This design comes from an exercise in tuning for small area, a short achievable clock period and few clock cycles on the open sky130 flow, not from production work.
Only simulation tests tie the RTL to the original design; equivalence was not proved.
The clock port is modelled as an ideal driver, which makes a skipped or thinned clock tree look cheaper than it is; a real chip needs a root buffer or a tree.
Power and IR drop assume default switching activity.

job 3170:
Design pkt_loopback_top, start of the top module:
module pkt_loopback_top (
    input  logic  rd_clk,
    input  logic  rd_rst_n,
    input  logic  link_up,
    input  logic  rx_valid,
    input  pkt_loopback_pkg::beat_t rx_beat,
    output logic  tx_valid,
    output pkt_loopback_pkg::beat_t tx_beat,
    input  logic  tx_ready
);
Size: roughly 41000 um2 of cells after synthesis.
clock: 5.0 ns
lec_check: 0
cap_margin: 20
core_margin: 2
core_utilization: 40
slew_margin: 20
run.sh (not shown) runs the stock make flow with config.mk's settings and CLKGATE_MAP_FILE= SYNTH_SCRIPT=/design/flow/synth_recipe.tcl, a recipe that flattens the netlist after the stock synthesis.
Job 3170 completed every stage of the flow, and the final layout passed the timing, DRC and antenna checks.
Testbench counts of job 3170, summed over its fixed seeds: cycles 4,712.
What job 1411 does differently from job 3170 at the input level:
Settings: setting ABC_CLOCK_PERIOD_IN_PS to 2000 for the first time; setting SETUP_SLACK_MARGIN to 3.0 for the first time.
Results
Setup WNS job 3170 -> job 1411: better. Diff job 1411 and job 3170: final cell count lower in job 3170. Compare job 1411 and job 3170 | number of non-clock buffers in the layout higher: job 1411. In the flow results for job 1411 and job 3170, the total number of vias is smaller on job 3170. Job 3170 was smaller in final cell area than job 1411. Looking at clock network fraction of design power, job 1411 sits above job 3170. Taking job 3170 as the reference, in job 1411 sequential share of layout area fell by 6.9 points, sum of routed wire length over all layers rose by 16%.
--- input diff job 1411..job 4139 ---
Settings: SETUP_SLACK_MARGIN: 3.0 -> 2.5.
Findings:
When job 4139 is set beside job 1411, its net count of the finished layout turns out to be 6.4% smaller.
Between job 1411 and job 4139, register-to-register slack is higher for job 1411, job 4139 comes in under that.
Portion of the clock cycle consumed by the worst path in the final layout sits higher in job 4139 than in job 1411.
met2 wire length ends up lower on job 4139.
In the tables for job 1411 and job 4139, detailed-route wire length per cell reads lower with job 4139.
In job 4139, wire length reported by the detailed router is lower than in job 1411.
Looking only at post-detailed-placement half-perimeter wirelength, and setting everything else aside, the higher value of job 1411 and job 4139 goes to job 1411.
Of the two values seen for launching element of the worst setup path, rx_valid was produced by job 4139 and rx_beat[9] by job 1411.
Taking job 1411 as 1.0, job 4139 lands at 0.74 on detailed route wirelength on metal3.

## oak
The RTL this note starts from:
==> flow/design.v <==
package pkt_loopback_pkg;
    typedef struct packed {
        logic                sop;
        logic                eop;
        logic [3-1:0] empty;
        logic [64-1:0]  data;
    } beat_t;
    typedef logic [$clog2(16 + 1)-1:0] beat_idx_t;
    typedef enum logic [1:0] {
        st_idle,
        st_load,
        st_send,
        st_done
    } tx_state_e;
endpackage
`timescale 1ns/1ns
module pkt_loopback_top (
    input  logic  rd_clk,
    input  logic  rd_rst_n,
    input  logic  link_up,
    input  logic  rx_valid,
    input  pkt_loopback_pkg::beat_t rx_beat,
    output logic  tx_valid,
    output pkt_loopback_pkg::beat_t tx_beat,
    input  logic  tx_ready
);
    localparam int N  = 16;          
    localparam int W  = 64 + 3 + 1;   
    localparam int P  = 4;           
    localparam int PW = 64 / P;
    logic [W-1:0] slot [N];
    logic [P-1:1] carry;             
    logic [N-1:0] v;                 
    logic [N-1:0] move;              
    logic         pop;
    logic         tv;                
    logic         next_sop;          
    logic         out_sop;
    assign pop = tv && tx_ready;
    logic [N-1:1] room;              
    logic [N:0]   empty_from;        
    logic [N-1:0] gap_at;            
    logic [N-1:0] two_from;          
    logic [N-1:0] v_stay;            
    logic [N-1:0] v_shift;           
    logic [N-1:0] v_nxt;
    logic [N-1:1] room_nxt;
    always_comb begin
        empty_from[N] = 1'b0;
        for (int i = 0; i < N; i++) begin
            empty_from[i] = !v[i] || ((i < N - 1) ? room[(i < N - 1) ? i + 1 : 1] : 1'b0);
        end
        for (int i = 0; i < N; i++) begin
            gap_at[i] = !v[i] && empty_from[i+1];
        end
        two_from[N-1] = 1'b0;
        for (int i = N - 2; i >= 0; i--) begin
            two_from[i] = two_from[i+1] || gap_at[i];
        end
        move[0] = rx_valid;
        for (int i = 1; i < N; i++) begin
            move[i] = room[i] || (v[i-1] && pop);
        end
        v_stay[0]  = rx_valid || (v[0] && !empty_from[1]);
        v_shift[0] = rx_valid;
        for (int i = 1; i < N; i++) begin
            v_stay[i]  = room[i] || (v[i] && !empty_from[i+1]);
            v_shift[i] = v[i-1];
        end
        v_nxt = pop ? v_shift : v_stay;
        room_nxt[1] = rx_valid && (two_from[0] || (pop && v[N-1] && empty_from[0]));
        for (int i = 2; i < N; i++) begin
            room_nxt[i] = v[i-2] && (two_from[i-1] || (pop && v[N-1] && empty_from[i-1]));
        end
    end
    logic         skip;
    logic [N-1:0] v_fin;
    logic [N-1:1] room_fin;
    always_comb begin
        skip  = v[N-3] && !v[N-2] && (pop || !v[N-1]);
        v_fin = v_nxt;
        v_fin[N-1] = v_nxt[N-1] || skip;
        v_fin[N-2] = v_nxt[N-2] && !skip;
        room_fin = room_nxt;
        room_fin[N-1] = room_nxt[N-1] && !skip;
    end
    logic [W-1:0] step [P];
    logic [P-1:0] cout;
    always_comb begin
        for (int i = 0; i < P; i++) begin
            logic         cin;
            logic [PW-1:0] part;
            cin     = (i == 0) ? 1'b1 : carry[i == 0 ? 1 : i];
            part    = slot[i][i*PW +: PW];
            step[i] = slot[i];
            step[i][i*PW +: PW] = part + PW'(cin);
            cout[i] = cin && (&part);
        end
    end
    always_ff @(posedge rd_clk) begin
        if (move[0]) begin
            slot[0] <= {rx_beat.eop,
                        rx_beat.empty & {3{rx_beat.eop}},
                        rx_beat.data};
        end
        for (int i = 1; i <= P; i++) begin
            if (move[i]) begin
                slot[i] <= step[i-1];
            end
        end
        for (int i = 1; i < P; i++) begin
            if (move[i]) begin
                carry[i] <= cout[i-1];
            end
        end
        for (int i = P + 1; i < N - 1; i++) begin
            if (move[i]) begin
                slot[i] <= slot[i-1];
            end
        end
    end
    logic keep_top;
    assign keep_top = v[N-1] && !pop;
    always_ff @(posedge rd_clk) begin
        slot[N-1] <= (slot[N-2] & {W{move[N-1]}}) | (slot[N-3] & {W{skip}}) |
                     (slot[N-1] & {W{keep_top}});
        out_sop   <= (next_sop & (move[N-1] || skip)) | (out_sop & keep_top);
    end
    always_ff @(posedge rd_clk or negedge rd_rst_n) begin
        if (!rd_rst_n) begin
            v        <= '0;
            room     <= '0;
            tv       <= 1'b0;
            next_sop <= 1'b1;
        end else begin
            v        <= v_fin;
            room     <= room_fin;
            if (move[N-1]) begin
                next_sop <= slot[N-2][W-1];
            end
            if (skip) begin
                next_sop <= slot[N-3][W-1];
            end
            tv       <= v_fin[N-1] && link_up;
        end
    end
    always_ff @(posedge rd_clk) begin
        tx_valid <= v_fin[N-1] && link_up;
    end
    assign tx_beat = {out_sop, slot[N-1]};
endmodule
==> flow/config.mk <==
export PLATFORM = sky130hd
export DESIGN_NAME = pkt_loopback_top
export DESIGN_NICKNAME = pkt_loopback_top
export VERILOG_FILES = /design/flow/design.v
export SDC_FILE = /design/flow/constraint.sdc
export NUM_CORES = 4
export LEC_CHECK = 0
export CAP_MARGIN = 20
export CORE_MARGIN = 2
export CORE_UTILIZATION = 65
export SETUP_SLACK_MARGIN = 3.07
export SLEW_MARGIN = 20
==> flow/constraint.sdc <==
create_clock -name core_clock -period 5.0 [get_ports {rd_clk}]
set_input_delay 1.0000 -clock core_clock [delete_from_list [all_inputs] [get_ports {rd_clk}]]
set_output_delay 1.0000 -clock core_clock [all_outputs]
set_load 0.01 [all_outputs]
standard.sh (not shown) runs the stock make flow with config.mk's settings and CLKGATE_MAP_FILE= SYNTH_SCRIPT=/design/flow/synth_recipe.tcl, a recipe that flattens the netlist after the stock synthesis.
==> flow/flow/run.sh <==
#!/bin/bash
# The standard layout with two changes: the port buffers are buf_2 cells
# rather than the delay buffer that buffer_ports picks by default (every port
# still gets its own buffer), and the clock tree is built by cts_tree.tcl, a
# balanced two-level tree, in place of TritonCTS's three-level one. The make
# output goes to standard_flow.log here; ORFS keeps each step's log under
# orfs/logs. Timing repair fixes fanout with buffers rather than by cloning
# gates, and may resize cells across footprints.
set -euo pipefail
here=$(pwd)
bash standard.sh BUFFER_PORTS_ARGS="-buffer_cell sky130_fd_sc_hd__buf_2" \
  PRE_CTS_TCL="$here/flow/cts_tree.tcl" SKIP_GATE_CLONING=1 MATCH_CELL_FOOTPRINT=0 finish > standard_flow.log 2>&1
==> flow/flow/cts_tree.tcl <==
# Clock tree built here in place of TritonCTS, sourced by ORFS's cts.tcl as
# its PRE_CTS_TCL hook. It replaces the clock_tree_synthesis command with one
# that builds a two-level tree: the clock port drives four root buffers, one
# per quadrant of the sinks, and each root drives the leaf buffers of its
# quadrant; each leaf buffer drives a compact group of about two dozen
# flip-flops. Every flip-flop sits behind the same two buffer levels, so the
# tree is balanced by construction. cts.tcl then legalizes the new buffers and
# runs its usual timing repair.

proc my_tree_build { args } {
  set block [ord::get_db_block]
  set db [ord::get_db]
  set buf_master [$db findMaster sky130_fd_sc_hd__clkbuf_16]
  set clk_net [$block findNet rd_clk]

  # Sinks: every instance pin on the clock net
  set sinks {}
  foreach it [$clk_net getITerms] {
    set inst [$it getInst]
    set box [$inst getBBox]
    set x [expr { ([$box xMin] + [$box xMax]) / 2 }]
    set y [expr { ([$box yMin] + [$box yMax]) / 2 }]
    lappend sinks [list $x $y $it]
  }
  set n [llength $sinks]
  set ncol 8
  set nrow 6
  puts "my_tree: $n sinks, $ncol x $nrow leaf groups"

  # Columns of equal size by x, then rows of equal size by y in each column
  set sinks [lsort -integer -index 0 $sinks]
  set leaves {}
  for { set c 0 } { $c < $ncol } { incr c } {
    set lo [expr { $c * $n / $ncol }]
    set hi [expr { ($c + 1) * $n / $ncol - 1 }]
    set col [lsort -integer -index 1 [lrange $sinks $lo $hi]]
    set m [llength $col]
    for { set r 0 } { $r < $nrow } { incr r } {
      set rlo [expr { $r * $m / $nrow }]
      set rhi [expr { ($r + 1) * $m / $nrow - 1 }]
      lappend leaves [list $c $r [lrange $col $rlo $rhi]]
    }
  }

  # Root nets, one per quadrant
  set roots {}
  for { set q 0 } { $q < 4 } { incr q } {
    set rnet [odb::dbNet_create $block "my_clk_root_$q"]
    $rnet setSigType CLOCK
    set rinst [odb::dbInst_create $block $buf_master "my_clk_rootbuf_$q"]
    [$rinst findITerm A] connect $clk_net
    [$rinst findITerm X] connect $rnet
    lappend roots [list $rinst $rnet]
    set rsum($q) {0 0 0}
  }

  set k 0
  foreach leaf $leaves {
    lassign $leaf c r group
    set q [expr { ($c >= $ncol / 2 ? 1 : 0) + ($r >= $nrow / 2 ? 2 : 0) }]
    set lnet [odb::dbNet_create $block "my_clk_leaf_$k"]
    $lnet setSigType CLOCK
    set linst [odb::dbInst_create $block $buf_master "my_clk_leafbuf_$k"]
    set sx 0
    set sy 0
    foreach s $group {
      lassign $s x y it
      $it disconnect
      $it connect $lnet
      incr sx $x
      incr sy $y
    }
    set g [llength $group]
    set lx [expr { $sx / $g }]
    set ly [expr { $sy / $g }]
    $linst setLocation $lx $ly
    $linst setPlacementStatus PLACED
    [$linst findITerm A] connect [lindex [lindex $roots $q] 1]
    [$linst findITerm X] connect $lnet
    lassign $rsum($q) ax ay an
    set rsum($q) [list [expr { $ax + $lx }] [expr { $ay + $ly }] [expr { $an + 1 }]]
    incr k
  }
  for { set q 0 } { $q < 4 } { incr q } {
    lassign $rsum($q) ax ay an
    set rinst [lindex [lindex $roots $q] 0]
    $rinst setLocation [expr { $ax / $an }] [expr { $ay / $an }]
    $rinst setPlacementStatus PLACED
  }
  global_connect
  puts "my_tree: [llength $leaves] leaf buffers, 4 root buffers"
}

rename clock_tree_synthesis my_orig_clock_tree_synthesis
proc clock_tree_synthesis { args } {
  my_tree_build
}
Testbench counts of oak, summed over its fixed seeds: cycles 4,821.
[inputs] pine vs oak
- CORE_UTILIZATION: 65 -> 68
- SETUP_SLACK_MARGIN: 3.07 -> 3.05
## What came out
In the flow results for pine and oak, the data arrival time of the worst path is smaller on oak.
As far as total standard cell area after synthesis goes, pine and oak are indistinguishable; the numbers are identical.
Per the comparison of pine with oak, maximum frequency -3.5%, final clock skew +0.0039 ns, wire length per cell +about 20%, fill cell total of the finished layout -about 17%.
Diff oak..pine | number of buffers added on ports | unchanged
Setup slack: pine less than oak
Input changes introduced in birch (baseline for comparison: pine):
- CORE_UTILIZATION: 68 -> 65
Findings:
Every stage of the flow completed for birch, and the final layout passed the timing, DRC and antenna checks. The run showing the smaller power share of the combinational group is birch. Taking pine as the reference, in birch net switching share of the total power -1.3 points; global-route usage -3.8 points. Compared with pine, birch shows a routed length on met2 that is about 18% lower.
> inputs changed (birch -> maple)
-- flow/flow/run.sh --
<<< birch, line 8
# gates, and may resize cells across footprints.
>>> maple, line 8
# gates.
<<< birch, line 12
  PRE_CTS_TCL="$here/flow/cts_tree.tcl" SKIP_GATE_CLONING=1 MATCH_CELL_FOOTPRINT=0 finish > standard_flow.log 2>&1
>>> maple, line 12
  PRE_CTS_TCL="$here/flow/cts_tree.tcl" SKIP_GATE_CLONING=1 finish > standard_flow.log 2>&1
Notes after the runs:
maple: full flow OK, the timing, DRC and antenna checks passed
maple: worst-case headroom to the max-slew limit is 3.7 points lower than what birch reported.
First-pass GRT wire length (higher): maple
On final worst setup slack, maple does worse than birch.
| design area | maple vs birch | worse |
Combinational power went up by more than a quarter going from birch to maple.
maple ended with more worst path arrival time than birch.
Kind of critical path = reg -> out: birch; kind of critical path = in -> reg: maple
The worst setup path endpoint comes out slot[3][25]$_DFFE_PP_ in one run and tx_beat[11] in the other, namely in maple and birch respectively.
Compared with birch, detail-routed via count per cell in maple increased by a few percent.
Clock network fraction of design power: birch and maple compared, higher one is birch
Delta (maple minus birch): net switching share of the total power rose 1.2 points; area growth from synthesis to layout climbed 4.5 points.
diff inputs: maple => cedar
-- flow/flow/run.sh --
<<< maple, line 8
# gates.
>>> cedar, line 8
# gates, and may resize cells across footprints.
<<< maple, line 12
  PRE_CTS_TCL="$here/flow/cts_tree.tcl" SKIP_GATE_CLONING=1 finish > standard_flow.log 2>&1
>>> cedar, line 12
  PRE_CTS_TCL="$here/flow/cts_tree.tcl" SKIP_GATE_CLONING=1 MATCH_CELL_FOOTPRINT=0 finish > standard_flow.log 2>&1
-- flow/flow/cts_tree.tcl --
<<< maple, line 5
# quadrant; each leaf buffer drives a compact group of about two dozen
# flip-flops. Every flip-flop sits behind the same two buffer levels, so the
# tree is balanced by construction. cts.tcl then legalizes the new buffers and
>>> cedar, line 5
# quadrant; each leaf buffer, a clkbuf_4, drives a compact group of nine or
# ten flip-flops. Every flip-flop sits behind the same two buffer levels,
# so the tree is balanced by construction. cts.tcl then legalizes the new buffers and
<<< maple, line 14
>>> cedar, line 14
  set leaf_master [$db findMaster sky130_fd_sc_hd__clkbuf_4]
<<< maple, line 26
  set ncol 8
  set nrow 6
>>> cedar, line 27
  set ncol 12
  set nrow 10
<<< maple, line 63
    set linst [odb::dbInst_create $block $buf_master "my_clk_leafbuf_$k"]
>>> cedar, line 64
    set linst [odb::dbInst_create $block $leaf_master "my_clk_leafbuf_$k"]
[summary]
- Looking at launching instance or port of the critical path, the slot[15][64]$_DFF_P_ result is from cedar; the tx_ready one comes from maple.
- cedar vs maple on final core utilization: cedar is the lower one.
- Looking at data required time at the worst endpoint, cedar sits below maple.
- The fraction of power consumed by combinational cells of cedar is lower than that of maple.
- Run comparison: maple kind of critical path in -> reg; cedar kind of critical path reg -> out
- cedar completed end to end with timing, DRC and antenna clean.
- Post-CTS resize count was lower in cedar than in maple.
In every run of this note, the design's own scripts or RTL, not TritonCTS, make the clock network.

==> separate check: timing with driven ports <==
How much do the figures lean on ideal ports? The routed layouts below were timed once more, with nothing changed but the port constraints. Step 1 assumes that a clkbuf_16 drives the clock port and a buf_2 every other input. Step 2 adds t to the input delays and takes it off the output delays; t is the mean of the earliest and latest rising clock arrival at the registers after step 1. Input paths then give back, and output paths get back, about the clock's delay inside the block. a / b / c = ideal / step 1 / step 2; a / b = the first two.
run | shift t [ns] | slack for setup (ns) | worst setup path at the end | cell pins on the clock port's net
job 3170 | 0.731 | 1.064 / 1.102 / 0.371 | input to register | 1
job 1411 | 0.754 | 2.490 / 2.491 / 1.737 | input to register | 1
job 4139 | 0.754 | 2.330 / 2.373 / 1.620 | input to register | 1
oak | 0.528 | 3.090 / 2.975 / 2.659 | input to register | 4
pine | 0.526 | 3.021 / 2.971 / 2.555 | input to register | 4
birch | 0.528 | 3.071 / 2.956 / 2.660 | input to register | 4
maple | 0.537 | 3.006 / 2.959 / 2.524 | input to register | 4
cedar | 0.542 | 3.094 / 2.979 / 2.637 | input to register | 4
After both steps setup and hold are still met in every run listed. For job 1411, which loses most, drivers alone change the setup slack by +0.001 ns; drivers and shift together by -0.753 ns.
